Source: an optimization exercise on an open RTL-to-GDS flow (aim: small area). Production flows keep margins and buffers that such runs may drop. At most, simulation tests tie the RTL to the original design; equivalence was not proved. No functional check of the RTL was part of runs 1 and 2. Power is estimated from default activity; no workload was simulated.

`config.mk`:
```
export PLATFORM = sky130hd
export DESIGN_NAME = rv_core
export DESIGN_NICKNAME = rv_core
export VERILOG_FILES = /design/flow/design.v
export SDC_FILE = /design/flow/constraint.sdc
export NUM_CORES = 8
export LEC_CHECK = 0
export ABC_AREA = 1
export CAP_MARGIN = 20
export CORE_MARGIN = 2
export CORE_UTILIZATION = 40
export PLACE_DENSITY = 0.8
export SLEW_MARGIN = 20
```
`constraint.sdc`:
```
create_clock -name core_clock -period 10.0 [get_ports {clk}]
set_input_delay 2.0000 -clock core_clock [delete_from_list [all_inputs] [get_ports {clk}]]
set_output_delay 2.0000 -clock core_clock [all_outputs]
set_load 0.01 [all_outputs]
```
`design.v`:
```
`timescale 1ns/1ps
module rv_core #(
  parameter logic [31:0] reset_pc = '0
) (
  input  logic        clk,
  input  logic        rst,
  input  logic        halt,
  output logic        mem_req,
  output logic [31:0] mem_addr,
  output logic        mem_we,
  output logic [31:0] mem_wdata,
  input  logic        mem_ack,
  input  logic [31:0] mem_rdata
);
  localparam logic [6:0] OP_LOAD   = 7'b0000011;
  localparam logic [6:0] OP_ALUI   = 7'b0010011;
  localparam logic [6:0] OP_AUIPC  = 7'b0010111;
  localparam logic [6:0] OP_STORE  = 7'b0100011;
  localparam logic [6:0] OP_ALU    = 7'b0110011;
  localparam logic [6:0] OP_LUI    = 7'b0110111;
  localparam logic [6:0] OP_BRANCH = 7'b1100011;
  localparam logic [6:0] OP_JALR   = 7'b1100111;
  localparam logic [6:0] OP_JAL    = 7'b1101111;
  localparam logic [3:0] S_CLR   = 4'd0;    
  localparam logic [3:0] S_FETCH = 4'd1;
  localparam logic [3:0] S_DEC   = 4'd2;
  localparam logic [3:0] S_MEMR  = 4'd3;
  localparam logic [3:0] S_MEMW  = 4'd4;
  localparam logic [3:0] S_PSH   = 4'd5;    
  localparam logic [3:0] S_PC    = 4'd6;    
  localparam logic [3:0] S_PCJ   = 4'd7;    
  localparam logic [3:0] S_R1    = 4'd8;    
  localparam logic [3:0] S_R2    = 4'd9;    
  localparam logic [3:0] S_R2S   = 4'd10;   
  localparam logic [3:0] S_WR    = 4'd11;   
  localparam logic [3:0] S_WRL   = 4'd12;   
  localparam logic [3:0] S_WRU   = 4'd13;   
  localparam logic [3:0] S_PCJL  = 4'd14;   
  logic [4:0]  t;
  logic        hb;
  logic [3:0]  state;
  logic        w;        
  logic [31:0] pc;
  logic [31:0] p;
  logic [31:0] q;
  logic [4:0]  ri;       
  logic        c;        
  logic        eqf;      
  logic        tk;       
  logic        sgn;      
  logic [6:0] opc;
  logic [2:0] f3;
  logic is_alu, is_alui, is_load, is_store, is_br, is_jal, is_jalr, is_lui, is_auipc;
  assign opc      = q[6:0];
  assign f3       = q[14:12];
  assign is_alu   = opc == OP_ALU;
  assign is_alui  = opc == OP_ALUI;
  assign is_load  = opc == OP_LOAD;
  assign is_store = opc == OP_STORE;
  assign is_br    = opc == OP_BRANCH;
  assign is_jal   = opc == OP_JAL;
  assign is_jalr  = opc == OP_JALR;
  assign is_lui   = opc == OP_LUI;
  assign is_auipc = opc == OP_AUIPC;
  logic is_shift, is_slt, is_sub, is_sll;
  assign is_shift = f3[1:0] == 2'b01;
  assign is_sll   = f3 == 3'b001;
  assign is_slt   = f3[2:1] == 2'b01;
  assign is_sub   = is_alu && f3 == 3'd0 && q[31:25] == 7'b0100000;
  logic [31:0] imm;
  assign imm = is_store ? {{20{q[31]}}, q[31:25], q[11:7]} : {{20{q[31]}}, q[31:20]};
  logic st_clr, st_fetch, st_dec, st_memr, st_memw, st_psh, st_pc, st_pcj;
  logic st_r1, st_r2, st_r2s, st_wr, st_wrl, st_wru, st_pcjl;
  assign st_clr   = state == S_CLR;
  assign st_fetch = state == S_FETCH;
  assign st_dec   = state == S_DEC;
  assign st_memr  = state == S_MEMR;
  assign st_memw  = state == S_MEMW;
  assign st_psh   = state == S_PSH;
  assign st_pc    = state == S_PC;
  assign st_pcj   = state == S_PCJ;
  assign st_r1    = state == S_R1;
  assign st_r2    = state == S_R2;
  assign st_r2s   = state == S_R2S;
  assign st_wr    = state == S_WR;
  assign st_wrl   = state == S_WRL;
  assign st_wru   = state == S_WRU;
  assign st_pcjl  = state == S_PCJL;
  logic last, t0, run;
  assign last = t == 5'd31;
  assign t0   = t == 5'd0;
  assign run  = !w;
  logic t_lt_sh;
  assign t_lt_sh = t < q[24:20];
  logic        rv;        
  logic        rf_we;
  logic        clr;
  logic        r;         
  logic        d_rf;
  logic [15:0] lp_out;
  assign d_rf = r & !clr;
  logic [31:0] x16;
  always_ff @(posedge clk) begin
    x16 <= {(clr || (rf_we && ri == 5'd16)) ? d_rf : x16[0], x16[31:1]};
  end
  assign lp_out[0] = x16[0];
  for (genvar j = 1; j < 16; j++) begin : g_x
    logic [63:0] x;
    always_ff @(posedge clk) begin
      x <= {(clr || (rf_we && ri[3:0] == 4'(j) && ri[4] == hb)) ? d_rf : x[0], x[63:1]};
    end
    assign lp_out[j] = x[0];
  end
  assign rv = lp_out[ri[3:0]] & (ri != 5'd0);
  logic alu_any, wr_sll0, wr_slt;
  assign alu_any = is_alu || is_alui;
  assign wr_sll0 = is_sll && t_lt_sh;     
  assign wr_slt  = alu_any && is_slt;
  logic x_rv, x_p, x_pc, x_q, x_fill, x_tk;
  logic y_rv, y_imm, y_4, y_rpc;
  assign x_rv   = st_r1 || st_r2s;
  assign x_p    = (st_r2 && !(is_alu && is_shift)) || st_pcj ||
                  (st_wr && alu_any && !is_slt && !wr_sll0);
  assign x_pc   = st_pc || st_pcjl || (st_wr && (is_jal || is_jalr)) || (st_wru && tk);
  assign x_q    = st_wrl;
  assign x_fill = st_psh;
  assign x_tk   = st_wr && wr_slt;
  assign y_rv   = st_r2;
  assign y_imm  = st_r1 && ((is_alui && !is_shift) || is_load || is_store || is_jalr);
  assign y_4    = (st_wr && (is_jal || is_jalr)) || (st_pc && !tk);
  assign y_rpc  = st_clr;
  logic f3op, sub, uns, clr0;
  assign f3op = (st_r1 && is_alui) || (st_r2 && is_alu);
  assign sub  = (st_r1 && is_alui && is_slt) || (st_r2 && (is_br || is_slt || is_sub));
  assign uns  = is_br ? f3[1] : f3[0];
  assign clr0 = (st_r1 && is_jalr) || (st_pc && tk) || st_pcjl;
  logic xb, yb, yb2, cin, cout, s, eqn, lt;
  assign xb = (x_rv & rv) | (x_p & p[0]) | (x_pc & pc[0]) | (x_q & q[0]) |
              (x_fill & p[31] & q[30]) | (x_tk & tk & t0);
  logic t_ge12, imm_u, imm_b, imm_j;
  assign t_ge12 = t[4] | (t[3] & t[2]);
  assign imm_u = t_ge12 & q[0];
  assign imm_b = t_ge12 ? sgn : (t == 5'd11) ? q[28] : (t > 5'd4) ? q[20] : !t0 & q[7];
  assign imm_j = t_ge12 ? ((t[4] & (t[3] | t[2])) ? sgn : q[0]) : (t == 5'd11) ? q[9] : !t0 & q[20];
  assign yb = (y_rv & rv) | (y_imm & imm[t]) | (y_4 & (t == 5'd2)) | (y_rpc & reset_pc[t]) |
              (st_wru & imm_u) | (st_pc & tk & imm_b) | (st_pcjl & imm_j);
  assign yb2  = yb ^ sub;
  assign cin  = t0 ? sub : c;
  assign s    = xb ^ yb2 ^ cin;
  assign cout = (xb & yb2) | (xb & cin) | (yb2 & cin);
  assign eqn  = (t0 | eqf) & !(xb ^ yb);
  assign lt   = uns ? !cout : ((xb ^ yb) ? xb : s);
  always_comb begin
    if (!f3op) r = s & !(clr0 & t0);
    else begin
      case (f3)
        3'd4: r = xb ^ yb;
        3'd6: r = xb | yb;
        3'd7: r = xb & yb;
        default: r = s;
      endcase
    end
  end
  logic xfer;
  assign xfer = mem_req && mem_ack;
  logic [3:0] ns;
  logic       nw;
  always_comb begin
    ns = state;
    nw = w;
    if (run) begin
      case (state)
        S_CLR:   if (last && hb) ns = S_FETCH;
        S_FETCH: if (xfer) ns = S_DEC;
        S_DEC: begin
          nw = 1'b1;
          if (is_alu || is_alui || is_br || is_load || is_store || is_jalr) ns = S_R1;
          else if (is_jal) ns = S_WR;
          else if (is_lui || is_auipc) ns = S_WRU;
          else ns = S_PC;
        end
        S_R1: if (last) begin
          if (is_alu || is_br) ns = S_R2;
          else if (is_store) ns = S_R2S;
          else if (is_load) ns = S_MEMR;
          else if (is_alui && is_shift && f3[2]) ns = S_PSH;
          else ns = S_WR;
        end
        S_R2: if (last) begin
          if (is_br) ns = S_PC;
          else if (is_shift && f3[2]) ns = S_PSH;
          else ns = S_WR;
        end
        S_R2S:   if (last) ns = S_MEMW;
        S_PSH:   if (last) ns = S_WR;
        S_WR:    if (last) ns = is_jalr ? S_PCJ : is_jal ? S_PCJL : S_PC;
        S_WRU:   if (last) ns = S_PC;
        S_WRL:   if (last) ns = S_PC;
        S_MEMR:  if (xfer) begin ns = S_WRL; nw = 1'b1; end
        S_MEMW:  if (xfer) begin ns = S_PC; nw = 1'b1; end
        default: if (last) ns = S_FETCH;    
      endcase
    end
  end
  logic       ri_ld;
  logic [4:0] ri_n;
  assign ri_ld = run && (st_dec || (last && (st_r1 || st_r2)));
  assign ri_n  = !ri_ld ? ri :
                 (st_dec && ns == S_R1) ? q[19:15] :
                 (st_r1 && (is_alu || is_br || is_store)) ? q[24:20] : q[11:7];
  logic go, hold;
  assign go   = w && last && (!state[3] || hb != ri[4]);
  assign hold = run && last && ns[3] && ns != state && hb == ri_n[4];
  logic p_sh, q_sh, q_ld, pc_we, sh_in, req_set;
  assign clr     = st_clr;
  assign rf_we   = run && (st_wr || st_wrl || st_wru);
  assign pc_we   = run && (st_clr || st_pc || st_pcj || st_pcjl);
  assign p_sh    = run && (st_clr || st_r1 || st_pc || st_pcj || st_pcjl ||
                           (st_r2 && !(is_alu && is_shift)) || (st_psh && t_lt_sh) ||
                           (st_wr && !is_jalr && !wr_sll0));
  assign q_sh    = run && (st_r2s || st_wrl || st_wru || st_pc || st_pcjl);
  assign q_ld    = (st_fetch || st_memr) && xfer;
  assign sh_in   = run && st_r2 && is_alu && is_shift && t < 5'd5;
  assign req_set = ((st_fetch && !halt) || st_memr || st_memw) && !mem_req && !mem_ack;
  logic taken;
  assign taken = (f3[2] ? lt : eqn) ^ f3[0];
  always_ff @(posedge clk) begin
    c   <= cout;
    eqf <= eqn;
    pc  <= {pc_we ? r : pc[0], pc[31:1]};
    if (p_sh) p <= {r, p[31:1]};
    if (q_ld) q <= mem_rdata;
    else if (q_sh) q <= {st_r2s ? r : q[0], q[31:1]};
    else if (sh_in) q[24:20] <= {rv, q[24:21]};
    ri <= ri_n;
    if (run && st_dec) tk <= is_auipc;
    else if (run && last && ((st_r1 && is_alui) || st_r2)) tk <= (st_r2 && is_br) ? taken : lt;
    else if (run && last && (st_wr || st_wru)) tk <= 1'b0;
    if (t == 5'd11) sgn <= q[20];
  end
  always_ff @(posedge clk or negedge rst) begin
    if (!rst) begin
      t       <= 5'd0;
      hb      <= 1'b0;
      state   <= S_CLR;
      w       <= 1'b0;
      mem_req <= 1'b0;
    end else begin
      {hb, t} <= {hb, t} + 6'd1;
      state   <= ns;
      w       <= go ? 1'b0 : (nw || hold);
      mem_req <= mem_req ? !mem_ack : req_set;
    end
  end
  assign mem_addr  = p;
  assign mem_we    = st_memw;
  assign mem_wdata = q;
endmodule
```
`flow/run.sh`:
```
#!/bin/bash
# standard layout with a leaner clock tree and minimum-size port buffers
export CTS_ARGS="-sink_clustering_enable -repair_clock_nets -dont_use_dummy_load -buf_list {sky130_fd_sc_hd__clkbuf_8} -sink_clustering_size 21 -sink_clustering_max_diameter 60"
export BUFFER_PORTS_ARGS="-buffer_cell sky130_fd_sc_hd__buf_1"
bash standard.sh > standard.log 2>&1
```
`standard.sh`:
```
#!/bin/bash
# synth_recipe.tcl (not shown) runs the flow's synth.tcl, then flattens the netlist and writes it again
# the make line also repeats each setting of config.mk as NAME=value (left out here)
make -C /OpenROAD-flow-scripts/flow DESIGN_CONFIG=/design/flow/config.mk WORK_HOME=/design/flow/orfs CLKGATE_MAP_FILE= SYNTH_SCRIPT=/design/flow/synth_recipe.tcl "${@:-finish}"
```
==> results of run 1 <==
[final cells by class]
| cell class | instances | area [sq um] | area share [%] |
|---|---|---|---|
| Antenna cell | 4 | 10.01 | 0.03533 |
| Sequential cell | 1109 | 22960 | 81.05 |
| Clock buffer | 66 | 908.4 | 3.206 |
| Multi-Input combinational cell | 480 | 2556 | 9.023 |
| Timing Repair Buffer | 104 | 401.6 | 1.418 |
| Tap cell | 855 | 1070 | 3.776 |
| Inverter | 112 | 422.9 | 1.493 |
[cell usage in the layout (no fill, tap or decap), drive strengths merged, types with 3 or more instances in the layout]
cell type	Yosys	routed
dfxtp	1027	1027
nand2	164	164
inv	108	108
buf	7	104
edfxtp	70	70
clkbuf	11	66
nor2	64	64
o21ai	61	61
nand3	46	46
a21oi	31	31
nor3	22	22
nand4	20	20
a31oi	19	19
o211ai	16	16
dfrtp	12	12
ha	10	10
a22oi	8	8
diode	0	4
clkinv	4	4
xor2	3	3
nor4	3	3
[layer usage]
metal  vias to the layer above  wire length [um]  global-route usage, %
met2                       285             17420                  18.01
met5                         -                 0                      0
met1                      5488             20610                  17.63
met4                         0              1083                  4.705
li1                       5753                 -                      -
met3                        83              2342                  3.398
[cell families after synthesis]
logic type	count (synthesis)	synth area share, %
xor gates and xnor gates	5	0.1684
and+or+nand+nor	321	5.801
DFF	1109	88.27
adders and majority gates	11	0.5580
buffers and inverters	130	1.972
AOI/OAI and AO/OA	143	3.228
[per-stage QoR]
| stage | setup WS [ns] | cells | utilization (%) |
|---|---|---|---|
| after CTS | 5.952 | 2726 | 44.01 |
| after floorplan | 6.292 | 1719 | - |
| after detailed placement | 5.966 | 2660 | 42.60 |
| final | 5.996 | 2730 | 44.03 |
| after global routing | 5.452 | 2729 | 44.02 |
| after global placement | 6.086 | 2660 | 42.60 |
[sequential cells by signal, summed over array words and instances, names as in the netlist]
| register | cells |
|---|---|
| g_x.x | 960 |
| p | 32 |
| pc | 32 |
| q | 32 |
| x16 | 32 |
| ri | 5 |
| t | 5 |
| state | 4 |
| c | 1 |
| eqf | 1 |
| hb | 1 |
| mem_req | 1 |
| sgn | 1 |
| tk | 1 |
| w | 1 |
[path summary, 6_finish.rpt]
kind                                        endpoint  depth (start not counted)
worst max-delay path            g_x[9].x[63]$_DFF_P_                         19
worst min-delay path            g_x[9].x[44]$_DFF_P_                          0
worst max register to register  g_x[9].x[63]$_DFF_P_                         19
worst min register to register  g_x[9].x[44]$_DFF_P_                          0
max in group asynchronous             t[1]$_DFF_PN0_                          1
min in group asynchronous         state[2]$_DFF_PN0_                          1
[where the power goes]
| group | switching, mW | total [mW] | internal [mW] | leakage, nW |
|---|---|---|---|---|
| Combinational | 0.00613 | 0.00918 | 0.00305 | 1.74 |
| Clock | 1.17 | 1.77 | 0.600 | 0.475 |
| Sequential | 0.00000000000000000935 | 4.45 | 4.45 | 9.15 |
| Total | 1.18 | 6.24 | 5.06 | 11.4 |
==> flow_metrics.py, run 1 <==
metrics = {
    "outcome": {
        "run_status": "complete, no violations",
    },
    "logic_synthesis": {
        "yosysTopAreaCell": "dfxtp_1",
        "synth_common_cells": "1,027 x dfxtp_1, 152 x nand2_1, 92 x inv_1",
        "synth_edf_count": 70,
        "syn_nets": 1766,
        "synth_area_sq_mm": 0.02601,
        "synthCells": 1719,
        "yosysSeqAreaShare_pct": 88.27,
        "postSynthAreaPerCell_sq_um": 15.13,
        "synthArstFlopShare_pct": 1.082,
        "synth.top_cell.area_share_pct": 79.04,
        "synth_seq_cells": 1109,
        "yosysWarningCount": 1,
        "yosysMostFrequentCell": "dfxtp_1",
        "ys.flop_type": "dfxtp_1",
        "synth.distinct_cells": 43,
        "synth_top_cells_by_area": "dfxtp_1 79%, edfxtp_1 8.1%, nand2_1 2.2%",
    },
    "timing": {
        "period_share_pct": 40.04,
        "hold_viol": 0,
        "fmax_ghz": 0.2497,
        "setup_violations": 0,
        "fin_setup_tns_ns": 0,
        "fin_hold_ws_ns": 0.2806,
        "rsz0062_at_grt": "false",
        "min_period_ns": 4.004,
        "relSlewSlack_pct": 37.93,
        "finClkSkew_ns": 0.09235,
        "drv_slew": 0,
        "worst_pin_slew_ns": 0.9244,
    },
    "global_routing": {
        "grt_pass1_wl_um": 64650,
        "track_usage_pct": 12.40,
        "antenna_found_initial": 3,
        "grt_max_degree": 58,
        "grt_remaining_overflow": 0,
        "grt_pass1_vias": 11530,
    },
    "floorplanning": {
        "fp.coreArea_sq_mm": 0.06435,
        "rows": 93,
        "start_util_pct": 40.42,
        "fp.dieH_um": 259.0,
        "dieWidth_um": 259.0,
        "die_area_sq_mm": 0.06709,
        "pin_count": 102,
    },
    "finish": {
        "stdcell_area_sq_mm": 0.02833,
        "area_delta_synth_final_pct": 8.913,
        "drive_above_1_share_pct": 6.467,
        "fin_nets": 1920,
        "num-fill-cells": 5565,
    },
    "setup_path": {
        "required_ns": 10.55,
        "cp-startpoint": "t[0]$_DFF_PN0_",
        "critical_path.endpoint_type": "flop",
        "r2r_slack_ns": 6.00,
        "start_kind": "flop",
        "cp_top_family": "simple AND/OR/NAND/NOR gates",
        "slowest_delay_ns": 0.52,
        "timing.rr.start": "t[0]$_DFF_PN0_",
        "cp.buffers_inverters": 4,
        "critPathKind": "reg2reg",
        "crit_chain": "inv_1, ha_1, nand2_1, nor2_1, o21ai_0, o21ai_0, a21oi_1, nor4_1, o21ai_0, inv_1, nand2_1, xnor2_1, fa_1, o211ai_1, nand2_1, inv_2, nor3_1, a31oi_1, inv_1",
        "crit_slowest_cell": "dfrtp_1",
        "cp_max_fo": 17,
        "arrival_ns": 4.55,
    },
    "drt": {
        "routed_wl_um": 41450,
        "firstDrtPassIters": 5,
        "wl_per_cell_um": 15.18,
        "antenna_left": 0,
        "drt_iter0_drc": 703,
        "drc": 0,
        "viasPerCell": 4.252,
        "vias": 11609,
    },
    "clock_network": {
        "postCtsHoldBufs": 0,
        "cts_resized": 0,
        "numCtsBuffers": 66,
        "htree_levels": 3,
        "cts.sinks": 1109,
        "cts_tree": "yes",
        "cts_setup_buffers": 0,
        "root_buffer": "clkbuf_8",
        "path_clk_slew_ns": 0.12,
        "clkLatencyLatePin_ns": 0.67,
        "clk_path_buf_depth": 3,
    },
    "place": {
        "place_congestion": 0.9172,
        "place_area_sq_mm": 0.02741,
        "dp_hpwl_um": 27330,
        "portBuffers": 101,
    },
    "power_and_ir_drop": {
        "peakVddDrop_mv": 0.1629,
        "fin_total_pwr_mw": 6.237,
        "p_per_area_mw_per_mm2": 220.1,
        "power.leakage_nw": 11.37,
    },
    "flow_run": {
        "max_cap_viol_count": 0,
    },
    "hold_path": {
        "min_from": "g_x[9].x[45]$_DFF_P_",
        "holdCritPathClass": "reg2reg",
    },
}
==> run 2: changes to the inputs <==
==> flow/run.sh (replaced) <==
#!/bin/bash
# standard layout with a leaner clock tree and minimum-size port buffers
export CTS_ARGS="-sink_clustering_enable -repair_clock_nets -dont_use_dummy_load -buf_list {sky130_fd_sc_hd__clkbuf_16} -sink_clustering_size 36 -sink_clustering_max_diameter 60"
export BUFFER_PORTS_ARGS="-buffer_cell sky130_fd_sc_hd__buf_1"
bash standard.sh > standard.log 2>&1
--- a/config.mk
+++ b/config.mk
@@ -10,4 +10,3 @@
 export CORE_MARGIN = 2
 export CORE_UTILIZATION = 40
-export PLACE_DENSITY = 0.8
 export SLEW_MARGIN = 20
==> run 2 against run 1 <==
  * Count of clock-buffer cells in the layout shrank 19
  * Sequential cell count is the same
  * Routed wire length shrank 6.5%
  * Critical path depth is the same
  * Power grew 4.1%
  * Cell count shrank 0.84%
  * Die area is the same
  * Setup slack lost 0.081 ns
  * Register-to-register slack lost 0.08 ns
  * Synthesized cell count is the same
  * Clock skew shrank 0.015 ns
  * Largest power group unchanged
==> flow_metrics.py, run 2 <==
metrics = {
    "setup_path": {
        "ff2ff_path_depth": 19,
        "critPathKind": "reg2reg",
        "r2r_slack_ns": 5.92,
        "timing.rr.start": "t[0]$_DFF_PN0_",
        "worstSetupPathDepth": 19,
        "cp.buffers_inverters": 4,
        "cp-startpoint": "t[0]$_DFF_PN0_",
        "critical_path.endpoint_type": "flop",
        "cp_top_family": "simple AND/OR/NAND/NOR gates",
        "crit_chain": "inv_1, ha_1, nand2_1, nor2_1, o21ai_0, o21ai_0, a21oi_1, nor4_1, o21ai_0, inv_1, nand2_1, xnor2_1, fa_1, o211ai_1, nand2_1, inv_2, nor3_1, a31oi_1, inv_1",
        "crit_slowest_cell": "dfrtp_1",
        "start_kind": "flop",
        "cp_max_fo": 17,
        "arrival_ns": 4.54,
        "regToRegEndpoint": "g_x[1].x[63]$_DFF_P_",
        "slowest_delay_ns": 0.50,
        "required_ns": 10.46,
    },
    "clock_network": {
        "cts_resized": 0,
        "path_clk_slew_ns": 0.12,
        "clkLatencyLatePin_ns": 0.60,
        "clk_path_buf_depth": 3,
        "numCtsBuffers": 47,
        "cts_setup_buffers": 0,
        "postCtsHoldBufs": 0,
        "cts.sinks": 1109,
        "cts_tree": "yes",
        "htree_levels": 2,
        "root_buffer": "clkbuf_16",
    },
    "timing": {
        "period_share_pct": 40.85,
        "worst_pin_slew_ns": 1.003,
        "fin_setup_tns_ns": 0,
        "rsz0062_at_grt": "false",
        "hold_viol": 0,
        "min_period_ns": 4.085,
        "fmax_ghz": 0.2448,
        "setup_violations": 0,
        "finClkSkew_ns": 0.07713,
        "drv_slew": 0,
        "relSlewSlack_pct": 32.70,
    },
    "logic_synthesis": {
        "synth-compound-area-share_pct": 3.228,
        "synthSimpleGateAreaFrac_pct": 5.801,
        "synthCells": 1719,
        "yosysSeqAreaShare_pct": 88.27,
        "synthArstFlopShare_pct": 1.082,
        "synth_area_sq_mm": 0.02601,
        "synth_xor_area_share_pct": 0.1684,
        "synth_top_cells_by_area": "dfxtp_1 79%, edfxtp_1 8.1%, nand2_1 2.2%",
        "synth.distinct_cells": 43,
        "synth_top_family_by_area": "simple AND/OR/NAND/NOR gates",
        "synthAdderAreaFrac_pct": 0.5580,
        "ys.flop_type": "dfxtp_1",
        "synth.top_cell.area_share_pct": 79.04,
        "synth_common_cells": "1,027 x dfxtp_1, 152 x nand2_1, 92 x inv_1",
        "synth_seq_cells": 1109,
        "postSynthAreaPerCell_sq_um": 15.13,
        "yosysTopAreaCell": "dfxtp_1",
        "synth_edf_count": 70,
        "syn_nets": 1766,
        "yosysMostFrequentCell": "dfxtp_1",
        "yosysWarningCount": 1,
        "synth.area.mux_share_pct": 0,
    },
    "floorplanning": {
        "dieWidth_um": 259.0,
        "fp.coreArea_sq_mm": 0.06435,
        "pin_count": 102,
        "start_util_pct": 40.42,
        "rows": 93,
        "die_area_sq_mm": 0.06709,
        "fp.dieH_um": 259.0,
    },
    "finish": {
        "final_common_cell": "dfxtp_1",
        "final_cell_mix": "1,027 x dfxtp_1, 152 x nand2_1, 101 x buf_1",
        "area_delta_synth_final_pct": 9.981,
        "num-fill-cells": 5698,
        "final_core_util_pct": 44.46,
        "drive_above_1_share_pct": 5.454,
        "top_register": "g_x.x",
        "largest_reg_flops": 960,
        "fin_nets": 1901,
        "antenna_cells": 0,
    },
    "drt": {
        "drt_iter0_drc": 640,
        "viasPerCell": 4.235,
        "firstDrtPassIters": 5,
        "drc": 0,
        "antenna_left": 0,
        "routed_wl_um": 38760,
        "wl_per_cell_um": 14.32,
        "vias": 11464,
    },
    "global_routing": {
        "grt_max_degree": 58,
        "grt_pass1_wl_um": 62870,
        "grt_remaining_overflow": 0,
        "track_usage_pct": 11.77,
        "grt_pass1_vias": 11472,
        "antenna_found_initial": 3,
    },
    "place": {
        "portBuffers": 101,
        "dp_hpwl_um": 24560,
        "place_congestion": 0.8397,
    },
    "power_and_ir_drop": {
        "power.leakage_nw": 11.48,
        "p_per_area_mw_per_mm2": 227.0,
        "peakVddDrop_mv": 0.1410,
    },
    "hold_path": {
        "hold_end": "g_x[12].x[29]$_DFF_P_",
        "min_from": "g_x[12].x[30]$_DFF_P_",
        "hold_depth": 0,
        "holdCritPathClass": "reg2reg",
    },
    "outcome": {
        "run_status": "complete, no violations",
    },
    "flow_run": {
        "max_cap_viol_count": 0,
    },
}
==> run 2: cells by family after synthesis <==
logic type	after synthesis
buffers and inverters	130
AOI/OAI and AO/OA	143
xor gates and xnor gates	5
adders and majority gates	11
and+or+nand+nor	321
DFF	1109
==> run 2: worst max-delay path by stage <==
stage | to
CTS | g_x[1].x[63]$_DFF_P_
global route | g_x[1].x[63]$_DFF_P_
finish | g_x[1].x[63]$_DFF_P_
floorplan | q[0]$_DFFE_PP_
global placement | q[16]$_DFFE_PP_
detailed placement | q[5]$_DFFE_PP_
==> run 2: cell type report <==
cell class | instances | area [sq um] | area share [%]
multi-input cells | 480 | 2556 | 8.935
well taps | 855 | 1070 | 3.739
inverters | 112 | 422.9 | 1.478
clock buffers | 47 | 1176 | 4.111
repair buffers | 104 | 421.7 | 1.474
flip-flops and latches | 1109 | 22960 | 80.26
==> run 2: routing by layer <==
metal	global-route usage, %	up-vias	part of all wire [%]
met5	0	-	0.070
met1	17.02	5438	51
met3	2.646	93	4.6
li1	-	5722	-
met4	5.299	4	3.5
met2	16.80	207	41
==> run 2: through the flow <==
| stage | cell area (sq um) | std cells | total power, mW | setup WS [ns] | hold WS, ns |
|---|---|---|---|---|---|
| floorplan | 26010 | 1719 | 4.555 | 6.292 | 0.3096 |
| global placement | 27410 | 2659 | 4.562 | 6.083 | 0.3098 |
| detailed placement | 27410 | 2659 | 4.562 | 6.014 | 0.3121 |
| CTS | 28580 | 2706 | 6.582 | 6.070 | 0.2370 |
| global route | 28610 | 2707 | 6.735 | 5.524 | 0.2361 |
| finish | 28610 | 2707 | 6.495 | 5.915 | 0.2367 |
==> run 2: power by group <==
group | total [mW] | internal, mW | switching (mW)
sequential | 4.45 | 4.45 | 0.00000000000000000735
clock | 2.03 | 0.843 | 1.19
combinational | 0.00736 | 0.00305 | 0.00431
==> run 3: changes to the inputs <==
--- a/design.v
+++ b/design.v
@@ -35,6 +35,4 @@
   localparam logic [3:0] S_WR    = 4'd11;   
   localparam logic [3:0] S_WRL   = 4'd12;   
-  localparam logic [3:0] S_WRU   = 4'd13;   
-  localparam logic [3:0] S_PCJL  = 4'd14;   
   logic [4:0]  t;
   logic        hb;
@@ -48,5 +46,4 @@
   logic        eqf;      
   logic        tk;       
-  logic        sgn;      
   logic [6:0] opc;
   logic [2:0] f3;
@@ -69,7 +66,13 @@
   assign is_sub   = is_alu && f3 == 3'd0 && q[31:25] == 7'b0100000;
   logic [31:0] imm;
-  assign imm = is_store ? {{20{q[31]}}, q[31:25], q[11:7]} : {{20{q[31]}}, q[31:20]};
+  always_comb begin
+    if (is_store)                 imm = {{20{q[31]}}, q[31:25], q[11:7]};
+    else if (is_br)               imm = {{20{q[31]}}, q[7], q[30:25], q[11:8], 1'b0};
+    else if (is_jal)              imm = {{12{q[31]}}, q[19:12], q[20], q[30:21], 1'b0};
+    else if (is_lui || is_auipc)  imm = {q[31:12], 12'b0};
+    else                          imm = {{20{q[31]}}, q[31:20]};
+  end
   logic st_clr, st_fetch, st_dec, st_memr, st_memw, st_psh, st_pc, st_pcj;
-  logic st_r1, st_r2, st_r2s, st_wr, st_wrl, st_wru, st_pcjl;
+  logic st_r1, st_r2, st_r2s, st_wr, st_wrl;
   assign st_clr   = state == S_CLR;
   assign st_fetch = state == S_FETCH;
@@ -85,6 +88,4 @@
   assign st_wr    = state == S_WR;
   assign st_wrl   = state == S_WRL;
-  assign st_wru   = state == S_WRU;
-  assign st_pcjl  = state == S_PCJL;
   logic last, t0, run;
   assign last = t == 5'd31;
@@ -122,10 +123,11 @@
   assign x_p    = (st_r2 && !(is_alu && is_shift)) || st_pcj ||
                   (st_wr && alu_any && !is_slt && !wr_sll0);
-  assign x_pc   = st_pc || st_pcjl || (st_wr && (is_jal || is_jalr)) || (st_wru && tk);
+  assign x_pc   = st_pc || (st_wr && (is_auipc || is_jal || is_jalr));
   assign x_q    = st_wrl;
   assign x_fill = st_psh;
   assign x_tk   = st_wr && wr_slt;
   assign y_rv   = st_r2;
-  assign y_imm  = st_r1 && ((is_alui && !is_shift) || is_load || is_store || is_jalr);
+  assign y_imm  = (st_r1 && ((is_alui && !is_shift) || is_load || is_store || is_jalr)) ||
+                  (st_wr && (is_lui || is_auipc)) || (st_pc && tk);
   assign y_4    = (st_wr && (is_jal || is_jalr)) || (st_pc && !tk);
   assign y_rpc  = st_clr;
@@ -134,15 +136,9 @@
   assign sub  = (st_r1 && is_alui && is_slt) || (st_r2 && (is_br || is_slt || is_sub));
   assign uns  = is_br ? f3[1] : f3[0];
-  assign clr0 = (st_r1 && is_jalr) || (st_pc && tk) || st_pcjl;
+  assign clr0 = (st_r1 && is_jalr) || (st_pc && tk);
   logic xb, yb, yb2, cin, cout, s, eqn, lt;
   assign xb = (x_rv & rv) | (x_p & p[0]) | (x_pc & pc[0]) | (x_q & q[0]) |
               (x_fill & p[31] & q[30]) | (x_tk & tk & t0);
-  logic t_ge12, imm_u, imm_b, imm_j;
-  assign t_ge12 = t[4] | (t[3] & t[2]);
-  assign imm_u = t_ge12 & q[0];
-  assign imm_b = t_ge12 ? sgn : (t == 5'd11) ? q[28] : (t > 5'd4) ? q[20] : !t0 & q[7];
-  assign imm_j = t_ge12 ? ((t[4] & (t[3] | t[2])) ? sgn : q[0]) : (t == 5'd11) ? q[9] : !t0 & q[20];
-  assign yb = (y_rv & rv) | (y_imm & imm[t]) | (y_4 & (t == 5'd2)) | (y_rpc & reset_pc[t]) |
-              (st_wru & imm_u) | (st_pc & tk & imm_b) | (st_pcjl & imm_j);
+  assign yb = (y_rv & rv) | (y_imm & imm[t]) | (y_4 & (t == 5'd2)) | (y_rpc & reset_pc[t]);
   assign yb2  = yb ^ sub;
   assign cin  = t0 ? sub : c;
@@ -176,6 +172,5 @@
           nw = 1'b1;
           if (is_alu || is_alui || is_br || is_load || is_store || is_jalr) ns = S_R1;
-          else if (is_jal) ns = S_WR;
-          else if (is_lui || is_auipc) ns = S_WRU;
+          else if (is_jal || is_lui || is_auipc) ns = S_WR;
           else ns = S_PC;
         end
@@ -194,6 +189,5 @@
         S_R2S:   if (last) ns = S_MEMW;
         S_PSH:   if (last) ns = S_WR;
-        S_WR:    if (last) ns = is_jalr ? S_PCJ : is_jal ? S_PCJL : S_PC;
-        S_WRU:   if (last) ns = S_PC;
+        S_WR:    if (last) ns = is_jalr ? S_PCJ : S_PC;
         S_WRL:   if (last) ns = S_PC;
         S_MEMR:  if (xfer) begin ns = S_WRL; nw = 1'b1; end
@@ -214,10 +208,10 @@
   logic p_sh, q_sh, q_ld, pc_we, sh_in, req_set;
   assign clr     = st_clr;
-  assign rf_we   = run && (st_wr || st_wrl || st_wru);
-  assign pc_we   = run && (st_clr || st_pc || st_pcj || st_pcjl);
-  assign p_sh    = run && (st_clr || st_r1 || st_pc || st_pcj || st_pcjl ||
+  assign rf_we   = run && (st_wr || st_wrl);
+  assign pc_we   = run && (st_clr || st_pc || st_pcj);
+  assign p_sh    = run && (st_clr || st_r1 || st_pc || st_pcj ||
                            (st_r2 && !(is_alu && is_shift)) || (st_psh && t_lt_sh) ||
                            (st_wr && !is_jalr && !wr_sll0));
-  assign q_sh    = run && (st_r2s || st_wrl || st_wru || st_pc || st_pcjl);
+  assign q_sh    = run && (st_r2s || st_wrl);
   assign q_ld    = (st_fetch || st_memr) && xfer;
   assign sh_in   = run && st_r2 && is_alu && is_shift && t < 5'd5;
@@ -231,11 +225,10 @@
     if (p_sh) p <= {r, p[31:1]};
     if (q_ld) q <= mem_rdata;
-    else if (q_sh) q <= {st_r2s ? r : q[0], q[31:1]};
+    else if (q_sh) q <= {r, q[31:1]};
     else if (sh_in) q[24:20] <= {rv, q[24:21]};
     ri <= ri_n;
-    if (run && st_dec) tk <= is_auipc;
+    if (run && st_dec) tk <= 1'b0;
     else if (run && last && ((st_r1 && is_alui) || st_r2)) tk <= (st_r2 && is_br) ? taken : lt;
-    else if (run && last && (st_wr || st_wru)) tk <= 1'b0;
-    if (t == 5'd11) sgn <= q[20];
+    else if (run && last && st_wr) tk <= is_jal;
   end
   always_ff @(posedge clk or negedge rst) begin
==> flow/run.sh (replaced) <==
#!/bin/bash
# standard layout with a leaner clock tree and minimum-size port buffers
export CTS_ARGS="-sink_clustering_enable -repair_clock_nets -dont_use_dummy_load -buf_list {sky130_fd_sc_hd__clkbuf_8} -sink_clustering_size 21 -sink_clustering_max_diameter 60"
export BUFFER_PORTS_ARGS="-buffer_cell sky130_fd_sc_hd__buf_1"
bash standard.sh > standard.log 2>&1
==> run 3 against run 2 <==
  * Still clean
  * Non-clock buffer count decreased by 1
  * Sequential cell count fell by 1
  * Sequential power hardly changed
  * Clock power fell by 13%
  * Hold slack better by 0.015 ns
  * Critical endpoint is now g_x[3].x[63]$_DFF_P_
  * Highest routed layer unchanged
==> flow_metrics.py, run 3 <==
metrics = {
    "clock_network": {
        "cts_resized": 0,
        "cts_tree": "yes",
        "cts.sinks": 1108,
        "cts_setup_buffers": 0,
        "clkLatencyLatePin_ns": 0.66,
        "htree_levels": 3,
        "clk_path_buf_depth": 3,
        "path_clk_slew_ns": 0.11,
        "numCtsBuffers": 66,
        "root_buffer": "clkbuf_8",
        "postCtsHoldBufs": 0,
    },
    "logic_synthesis": {
        "synth_area_sq_mm": 0.02608,
        "synth_seq_cells": 1108,
        "synthArstFlopShare_pct": 1.083,
        "ys.flop_type": "dfxtp_1",
        "yosysTopAreaCell": "dfxtp_1",
        "synthCells": 1768,
        "yosysMostFrequentCell": "dfxtp_1",
        "yosysWarningCount": 1,
        "synth_top_cells_by_area": "dfxtp_1 79%, edfxtp_1 7.8%, nand2_1 2.8%",
        "yosysSeqAreaShare_pct": 87.90,
        "postSynthAreaPerCell_sq_um": 14.75,
        "synth.distinct_cells": 43,
        "syn_nets": 1815,
        "synth.top_cell.area_share_pct": 78.91,
        "synth_edf_count": 68,
        "synth_common_cells": "1,028 x dfxtp_1, 195 x nand2_1, 103 x inv_1",
    },
    "timing": {
        "period_share_pct": 43.81,
        "drv_slew": 0,
        "worst_pin_slew_ns": 0.8639,
        "finalWorstSetupSlack_ns": 5.619,
        "min_period_ns": 4.381,
        "hold_viol": 0,
        "finClkSkew_ns": 0.1008,
        "relSlewSlack_pct": 41.80,
        "rsz0062_at_grt": "false",
        "fin_setup_tns_ns": 0,
        "fmax_ghz": 0.2283,
        "setup_violations": 0,
    },
    "outcome": {
        "run_status": "complete, no violations",
    },
    "global_routing": {
        "antenna_found_initial": 4,
        "globalRoute.busiestLayer": "met1",
        "grt_remaining_overflow": 0,
        "grt_pass1_vias": 11585,
        "grt_pass1_wl_um": 63330,
        "use_met3_pct": 2.997,
        "met1_usage_pct": 17.33,
        "track_usage_pct": 11.88,
        "gr-usage-met2_pct": 16.73,
        "grt_max_degree": 58,
    },
    "drt": {
        "viasPerCell": 4.260,
        "firstDrtPassIters": 10,
        "drc": 0,
        "wl_per_cell_um": 14.26,
        "drt_iter0_drc": 786,
        "routed_wl_um": 39470,
        "vias": 11793,
        "antenna_left": 0,
    },
    "place": {
        "dp_hpwl_um": 24770,
        "portBuffers": 101,
        "place_area_sq_mm": 0.02744,
        "place_ws_ns": 5.647,
        "place_congestion": 0.8038,
    },
    "setup_path": {
        "required_ns": 10.53,
        "cpMostUsedCell": "nand2_1",
        "cp-startpoint": "q[6]$_DFFE_PP_",
        "slowest_delay_ns": 0.52,
        "arrival_ns": 4.91,
        "critical_path.endpoint_type": "flop",
        "timing.rr.start": "q[6]$_DFFE_PP_",
        "cp_max_fo": 12,
        "crit_slowest_cell": "fa_1",
        "critPathKind": "reg2reg",
        "start_kind": "flop",
    },
    "floorplanning": {
        "die_area_sq_mm": 0.06725,
        "pin_count": 102,
        "fp.dieH_um": 259.3,
        "start_util_pct": 40.45,
        "rows": 93,
        "dieWidth_um": 259.3,
        "fp.coreArea_sq_mm": 0.06446,
    },
    "finish": {
        "stdcell_area_sq_mm": 0.02838,
        "drive_above_1_share_pct": 5.338,
        "fin_nets": 1960,
        "final_cell_mix": "1,028 x dfxtp_1, 195 x nand2_1, 102 x inv_1",
        "area_delta_synth_final_pct": 8.823,
        "top_register": "g_x.x",
        "final_common_cell": "dfxtp_1",
        "largest_reg_flops": 960,
    },
    "power_and_ir_drop": {
        "power.leakage_nw": 11.25,
        "p_per_area_mw_per_mm2": 219.4,
        "peakVddDrop_mv": 0.1527,
    },
    "hold_path": {
        "holdCritPathClass": "reg2reg",
        "min_from": "pc[15]$_DFF_P_",
    },
    "flow_run": {
        "max_cap_viol_count": 0,
    },
}
run 3: cell types whose count changed after synthesis, moves of 9 or more:
cell / delta
nand2_1: +43
o21ai_0: +28
inv_1: +11
o211ai_1: -11
inv_2: -10
nand3_1: +9
run 3: power breakdown:
group | switching, mW | internal, mW | leakage, nW
Combinational | 0.00418 | 0.00303 | 1.82
Clock | 1.17 | 0.600 | 0.475
Sequential | 0.00000000000000000737 | 4.45 | 8.96
run 3: per-stage QoR:
stage | cells | hold WS, ns | util (%) | total power [mW]
floorplan | 1768 | 0.3096 | - | 4.550
global placement | 2699 | 0.3102 | 42.56 | 4.557
detailed placement | 2699 | 0.3121 | 42.57 | 4.557
CTS | 2765 | 0.2516 | 43.98 | 6.317
global route | 2768 | 0.2451 | 44.02 | 6.474
finish | 2768 | 0.2519 | 44.02 | 6.225
run 3: critical path, delay by kind of cell, from the launching register on:
family,cells,cell delay [ns]
fa+ha+maj,1,0.52
simple gates,14,1.73
compound gates,6,0.75
flops,1,0.41
buf+inv,7,0.89
run 3: cell families after synthesis:
family                     after synthesis  share of synthesized area [%]
DFF                                   1108                          87.90
and+or+nand+nor                        364                          6.352
adders and majority gates               11                         0.5565
xor gates and xnor gates                 4                         0.1344
AOI/OAI and AO/OA                      145                          3.027
buffers and inverters                  136                          2.034
run 3: layout make-up:
type / instances / area [sq um]
well taps: 855 / 1070
fillers: 5865 / 36080
repair buffers: 103 / 401.6
diodes: 2 / 5.005
flip-flops and latches: 1108 / 22920
clock buffers: 66 / 908.4
inverters: 110 / 415.4
multi-input cells: 524 / 2658
run 3: worst paths after layout:
path | to | slack [ns] | depth (start not counted)
worst min register to register | pc[14]$_DFF_P_ | 0.25 | 0
worst min-delay path | pc[14]$_DFF_P_ | 0.25 | 0
min in group asynchronous | state[3]$_DFF_PN0_ | 1.38 | 1
worst max register to register | g_x[3].x[63]$_DFF_P_ | 5.62 | 28
max in group asynchronous | state[1]$_DFF_PN0_ | 8.02 | 1
worst max-delay path | g_x[3].x[63]$_DFF_P_ | 5.62 | 28
run 3: routing by layer:
layer  up-vias  share of wire, %  wire (um)
li1       5867                 -          -
met1      5601                51      20180
met2       237                41      16180
met3        86               4.6       1803
met4         2               3.3       1287
met5         -             0.030         12

==> re-timing with driven ports <==
No port has a modelled driver above. Below, the same layouts with a new extraction and two added sets of constraints.
Step 1 sets driving cells, clkbuf_16 on the clock port and buf_2 on the other inputs (assumed; they add their load-dependent delay and slew).
Step 2 moves the port delays by t, midway between the first and last clock arrival at a register: inputs arrive t later, outputs are due t later. That takes back most of the time a late clock gives input paths.
a / b / c = ideal ports / drivers / drivers and shift; a / b = the first two.
run	t, ns	slack for setup (ns)	worst register clock-pin slew, ns
run 1	0.675	5.996 / 5.974 / 5.996	0.12 / 0.12
run 2	0.625	5.915 / 5.915 / 5.812	0.12 / 0.12
run 3	0.664	5.619 / 5.619 / 5.619	0.12 / 0.12
After both steps every run listed still meets setup and hold. The setup slack of run 2, which loses most, moves by 0.000 ns with the drivers and by -0.103 ns with both steps.
